Background: an optimization exercise with open tools, aiming at small area, a short achievable clock period and few clock cycles per item. Do not read the settings as production practice.
Only simulation tests tie the RTL to the original design; equivalence was not proved.

==> inputs of 11-06 <==
==> flow/design.v (excerpt) <==
module mcm_dct_top (
    input  logic                                  clk,
    input  logic                                  rst_n,
    input  logic                                  req_i,
    input  logic [8*(16+1)-1:0]   samples_i,
    input  logic [8*(3+1)-1:0] codes_i,
    output logic                                  ack_o,
    output logic [32:0]                   result_o
);
Settings: LEC_CHECK=0, CAP_MARGIN=20, CORE_MARGIN=2, CORE_UTILIZATION=40, SLEW_MARGIN=20, SYNTH_HIERARCHICAL=1; clock period 26.0 ns.
standard.sh (not shown) runs the stock make flow with config.mk's settings and CLKGATE_MAP_FILE= SYNTH_SCRIPT=/design/flow/synth_recipe.tcl, a recipe that flattens the netlist after the stock synthesis.
==> flow/flow/run.sh <==
#!/bin/bash
# Own layout flow: the standard ORFS flow (standard.sh, unchanged synthesis), with the
# ports buffered by a plain buffer cell instead of the default choice, and setup repair
# aimed at a larger slack than the clock period needs, so that repair works on this design's
# real critical paths. Each run's full output goes to a log file in the work folder.
set -euo pipefail
export BUFFER_PORTS_ARGS="-buffer_cell sky130_fd_sc_hd__buf_2"
export SETUP_SLACK_MARGIN="${FLOW_SETUP_MARGIN:-15}"
bash standard.sh synth > run_synth.log 2>&1
bash standard.sh > run_layout.log 2>&1
==> 03-23: changes against 11-06 <==
--- a/flow/flow/run.sh
+++ b/flow/flow/run.sh
@@ -5,6 +5,6 @@
 # real critical paths. Each run's full output goes to a log file in the work folder.
 set -euo pipefail
 export BUFFER_PORTS_ARGS="-buffer_cell sky130_fd_sc_hd__buf_2"
-export SETUP_SLACK_MARGIN="${FLOW_SETUP_MARGIN:-15}"
+export SETUP_SLACK_MARGIN="${FLOW_SETUP_MARGIN:-16}"
 bash standard.sh synth > run_synth.log 2>&1
 bash standard.sh > run_layout.log 2>&1
- CORE_UTILIZATION: 40 -> 65
- PLACE_DENSITY: default -> 0.75
==> run notes <==
status complete, no violations; Non-clk bufs 329; Post-CTS Repair Setup Buffers 7
[end of results for 03-23]
==> run notes <==
status complete, no violations; Non-clk bufs 267; Post-CTS Repair Setup Buffers 0; top sig layer met5
[end of results for 11-06]
Testbench counts of 11-06, summed over its fixed seeds: cycles 4,096, items 2,048.
Testbench counts of 03-23, summed over its fixed seeds: cycles 4,096, items 2,048.

---

==> job 9083: inputs <==
mcm_dct_top again, from the RTL that the note above started with.
export LEC_CHECK = 0
export CAP_MARGIN = 20
export CORE_MARGIN = 2
export CORE_UTILIZATION = 40
export SLEW_MARGIN = 20
export SYNTH_HIERARCHICAL = 1
create_clock -name core_clock -period 26.0 [get_ports {clk}]
==> flow/flow/run.sh <==
#!/bin/bash
# Own layout flow: the standard ORFS flow (standard.sh, unchanged synthesis), with the
# ports buffered by a plain buffer cell instead of the default choice, and setup repair
# aimed at a larger slack than the clock period needs, so that repair works on this design's
# real critical paths. Each run's full output goes to a log file in the work folder.
set -euo pipefail
export BUFFER_PORTS_ARGS="-buffer_cell sky130_fd_sc_hd__buf_2"
export SETUP_SLACK_MARGIN="${FLOW_SETUP_MARGIN:-16.5}"
bash standard.sh synth > run_synth.log 2>&1
bash standard.sh > run_layout.log 2>&1
==> job 7378 (differences from job 9083) <==
--- a/flow/flow/run.sh
+++ b/flow/flow/run.sh
@@ -7,3 +7,3 @@
 export BUFFER_PORTS_ARGS="-buffer_cell sky130_fd_sc_hd__buf_2"
-export SETUP_SLACK_MARGIN="${FLOW_SETUP_MARGIN:-16.5}"
+export SETUP_SLACK_MARGIN="${FLOW_SETUP_MARGIN:-16}"
 bash standard.sh synth > run_synth.log 2>&1
==> run notes <==
post-place instance area between 30000 and 40000 sq um; run status complete, no violations; GRT Util Overall roughly a third; gpl congestion between 1 and 1.5; fin util a little over two fifths; Critical Path Max Stage Delay roughly 0.63 ns; fill cell count between 7000 and 8000; clk_skew 0.0203 ns; area of the multi-input gates 25000 sq um; Worst Reg-to-Reg Cells 3
The numbers above come from job 7378.

==> run notes <==
Worst Reg-to-Reg Cells 2; clk_skew 0.0155 ns; post-place instance area around 31000 sq um; fill cell count roughly 6700; GRT Util Overall 35.4%; area of the multi-input gates about 27000 sq um; gpl congestion approximately 1.0; run status complete, no violations; Critical Path Max Stage Delay 0.64 ns; metal1 wirelength approximately 51 mm
The numbers above come from job 9083.

Testbench counts of job 9083, summed over its fixed seeds: cycles 4,096, items 2,048.
Testbench counts of job 7378, summed over its fixed seeds: cycles 4,096, items 2,048.

==> separate check: timing with driven ports <==
In the flow no input, the clock included, has a driving cell. The finished layouts below were timed again as built, in two steps. Step 1 assumes that a clkbuf_16 drives the clock port and a buf_2 every other input. Step 2, shift: input delay + t, output delay - t, t = (earliest + latest rising clock arrival at the registers) / 2. This alone moves slack from input paths to output paths. a / b / c = ideal / step 1 / step 2; a / b = the first two.
run | shift t [ns] | setup slack, ns | hold WS [ns] | worst slew at a driven data input, ns
11-06 | 0.447 | 15.177 / 15.224 / 14.777 | 0.790 / 0.790 / 0.790 | 0.10
03-23 | 0.443 | 16.018 / 16.020 / 15.597 | 1.151 / 1.151 / 1.151 | 0.11
job 9083 | 0.446 | 16.206 / 16.141 / 15.869 | 1.187 / 1.187 / 1.187 | 0.08
job 7378 | 0.447 | 16.030 / 16.071 / 15.624 | 0.788 / 0.788 / 0.788 | 0.09
After both steps every run listed still meets setup and hold. For 03-23, which loses most, drivers alone change the setup slack by +0.002 ns; drivers and shift together by -0.421 ns.
